This design comes from an exercise in tuning for small area on the open sky130 flow, not from production work.
Function was checked by simulation only, so behaviour that the tests miss may differ from the original.
Power is estimated from default activity; no workload was simulated.

Setup of before:
// block_nms_top
module block_nms_top (
    input  logic       clk,
    input  logic       rst_n,
    input  logic       cfg_valid,
    input  logic [6:0] cfg_width,
    input  logic [6:0] cfg_height,
    input  logic       in_valid,
    input  logic [7:0] in_score,
    output logic       out_valid,
    output logic [7:0] out_score,
    output logic       out_last
);
Settings: LEC_CHECK=0, ABC_AREA=1, CAP_MARGIN=20, CORE_MARGIN=2, CORE_UTILIZATION=75, CTS_CLUSTER_DIAMETER=100, CTS_CLUSTER_SIZE=30, PLACE_DENSITY=0.85, SLEW_MARGIN=20; clock period 8.0 ns.
standard.sh (not shown) runs the stock make flow with config.mk's settings and CLKGATE_MAP_FILE= SYNTH_SCRIPT=/design/flow/synth_recipe.tcl, a recipe that flattens the netlist after the stock synthesis.
==> flow/flow/run.sh <==
#!/bin/bash
# The standard layout with two changes:
# - synthesis: ABC maps the combinational logic with an area-oriented script
#   (flow/abc_area.script) instead of ORFS's. Registers, flattening and
#   renaming are the standard synthesis's, since only the ABC script differs.
# - placement: every input and output port still gets a buffer, but the
#   smallest one (buf_1); repair_design sizes it up where a net needs it.
set -e -o pipefail
W=$PWD

# a private copy of the ORFS scripts with the ABC script replaced
rm -rf "$W/scripts"
cp -r "$FLOW_HOME/scripts" "$W/scripts"
cp "$W/flow/abc_area.script" "$W/scripts/abc_area.script"
export SCRIPTS_DIR="$W/scripts"

export BUFFER_PORTS_ARGS="-buffer_cell sky130_fd_sc_hd__buf_1"

bash standard.sh > "$W/standard.log" 2>&1
==> flow/flow/abc_area.script <==
strash
ifraig
dc2
strash
&get -n
&dch -f
&nf -a -R 1000
&put
topo
before completed; timing, DRC and antenna clean
Modified inputs, after compared to before
--- a/flow/flow/run.sh
+++ b/flow/flow/run.sh
@@ -6,4 +6,5 @@
 # - placement: every input and output port still gets a buffer, but the
 #   smallest one (buf_1); repair_design sizes it up where a net needs it.
+# - clock tree: no dummy loads, and clkbuf_8 above the leaf level.
 set -e -o pipefail
 W=$PWD
@@ -15,5 +16,9 @@
 export SCRIPTS_DIR="$W/scripts"
 
-export BUFFER_PORTS_ARGS="-buffer_cell sky130_fd_sc_hd__buf_1"
+# settings ORFS reads from the design config
+cat >> "$W/config.mk" <<'EOC'
+export BUFFER_PORTS_ARGS = -buffer_cell sky130_fd_sc_hd__buf_1
+export CTS_ARGS = -sink_clustering_enable -repair_clock_nets -sink_clustering_size 30 -sink_clustering_max_diameter 100 -dont_use_dummy_load -root_buf sky130_fd_sc_hd__clkbuf_8 -tree_buf sky130_fd_sc_hd__clkbuf_8 -buf_list sky130_fd_sc_hd__clkbuf_16
+EOC
 
 bash standard.sh > "$W/standard.log" 2>&1
--- a/flow/config.mk
+++ b/flow/config.mk
@@ -9,7 +9,7 @@
 export CAP_MARGIN = 20
 export CORE_MARGIN = 2
-export CORE_UTILIZATION = 75
-export CTS_CLUSTER_DIAMETER = 100
-export CTS_CLUSTER_SIZE = 30
-export PLACE_DENSITY = 0.85
+export CORE_UTILIZATION = 80
+export PLACE_DENSITY = 0.88
 export SLEW_MARGIN = 20
+export BUFFER_PORTS_ARGS = -buffer_cell sky130_fd_sc_hd__buf_1
+export CTS_ARGS = -sink_clustering_enable -repair_clock_nets -sink_clustering_size 30 -sink_clustering_max_diameter 100 -dont_use_dummy_load -root_buf sky130_fd_sc_hd__clkbuf_8 -tree_buf sky130_fd_sc_hd__clkbuf_8 -buf_list sky130_fd_sc_hd__clkbuf_16
- Looking at worst stage delay on the critical path, after sits above before.
- after vs before on total number of tap cells: after is the lower one.
- after vs before, final weighted congestion in routability-driven placement went down by 0.016.
- The more densely filled core belongs to after, not before.
- after vs. before: worst setup slack lower; power lower; maximum frequency from static timing analysis lower.

Another version of the RTL of block_nms_top (not shown whole).
Size: about 820 cells after synthesis, ~440 flip-flops, ~36 I/O pins, roughly 15000 µm² of cells after synthesis.
// block_nms_top
module block_nms_top (
    input  logic       clk,
    input  logic       rst_n,
    input  logic       cfg_valid,
    input  logic [6:0] cfg_width,
    input  logic [6:0] cfg_height,
    input  logic       in_valid,
    input  logic [7:0] in_score,
    output logic       out_valid,
    output logic [7:0] out_score,
    output logic       out_last
);
clock: 8.0 ns
lec_check: 0
abc_area: 1
cap_margin: 5
core_margin: 2
core_utilization: 80
place_density: 0.88
slew_margin: 5
buffer_ports_args: -buffer_cell sky130_fd_sc_hd__buf_1
cts_args: -sink_clustering_enable -repair_clock_nets -sink_clustering_size 30 -sink_clustering_max_diameter 100 -dont_use_dummy_load -root_buf sky130_fd_sc_hd__clkbuf_8 -tree_buf sky130_fd_sc_hd__clkbuf_8 -buf_list sky130_fd_sc_hd__clkbuf_16
==> flow/flow/run.sh <==
#!/bin/bash
# The standard layout with two changes:
# - synthesis: ABC maps the combinational logic with an area-oriented script
#   (flow/abc_area.script) instead of ORFS's. Registers, flattening and
#   renaming are the standard synthesis's, since only the ABC script differs.
# - placement: every input and output port still gets a buffer, but the
#   smallest one (buf_1); repair_design sizes it up where a net needs it.
# - clock tree: no dummy loads, and clkbuf_8 above the leaf level.
set -e -o pipefail
W=$PWD

# a private copy of the ORFS scripts with the ABC script replaced
rm -rf "$W/scripts"
cp -r "$FLOW_HOME/scripts" "$W/scripts"
cp "$W/flow/abc_area.script" "$W/scripts/abc_area.script"
export SCRIPTS_DIR="$W/scripts"

# settings ORFS reads from the design config
cat >> "$W/config.mk" <<'EOC'
export BUFFER_PORTS_ARGS = -buffer_cell sky130_fd_sc_hd__buf_1
export CTS_ARGS = -sink_clustering_enable -repair_clock_nets -sink_clustering_size 30 -sink_clustering_max_diameter 100 -dont_use_dummy_load -root_buf sky130_fd_sc_hd__clkbuf_8 -tree_buf sky130_fd_sc_hd__clkbuf_8 -buf_list sky130_fd_sc_hd__clkbuf_16
EOC

bash standard.sh > "$W/standard.log" 2>&1
Scripts as last shown in full above: flow/flow/abc_area.script
The baseline produced a clean layout.
Then changed:
- CAP_MARGIN: 5 -> 20
- CORE_UTILIZATION: 80 -> 65
- PLACE_DENSITY: 0.88 -> 0.95
- SLEW_MARGIN: 5 -> 20
Result: Hold slack stays flat. Total power went up by about 0.75%. Design area increases by 0.70%. Clock-buffer cell count does not change. Worst setup slack got worse by 220 ps. Die area rose by about 22%. Sequential power is about the same. Core utilization decreases by 17 points. Area after synthesis is unchanged.

==> afterwards: timing with drivers on the ports <==
No port has a modelled driver above. Below, the same layouts with a new extraction and two added sets of constraints. Step 1, drivers: a clkbuf_16 drives clk and a buf_2 each remaining input, both assumed. Step 2 moves the port delays by t, midway between the first and last clock arrival at a register: inputs arrive t later, outputs are due t later. That takes back most of the time a late clock gives input paths. a / b / c = ideal ports / drivers / drivers and shift; a / b = the first two.
run | shift t [ns] | slack for setup (ns) | latest minus earliest clock arrival (ns) | worst data-port slew with drivers (ns) | cell pins on the clock port's net
before | 0.577 | 2.495 / 2.495 / 2.495 | 0.023 / 0.023 | 0.07 | 1
after | 0.628 | 2.321 / 2.321 / 2.321 | 0.035 / 0.034 | 0.07 | 1
the first run of note 2 | 0.627 | 1.820 / 1.820 / 1.820 | 0.052 / 0.053 | 0.05 | 1
the second run of note 2 | 0.655 | 1.601 / 1.600 / 1.600 | 0.050 / 0.050 | 0.06 | 1
After both steps setup and hold are still met in every run listed. The setup slack of the second run of note 2, which loses most, moves by -0.001 ns with the drivers and by -0.001 ns with both steps.
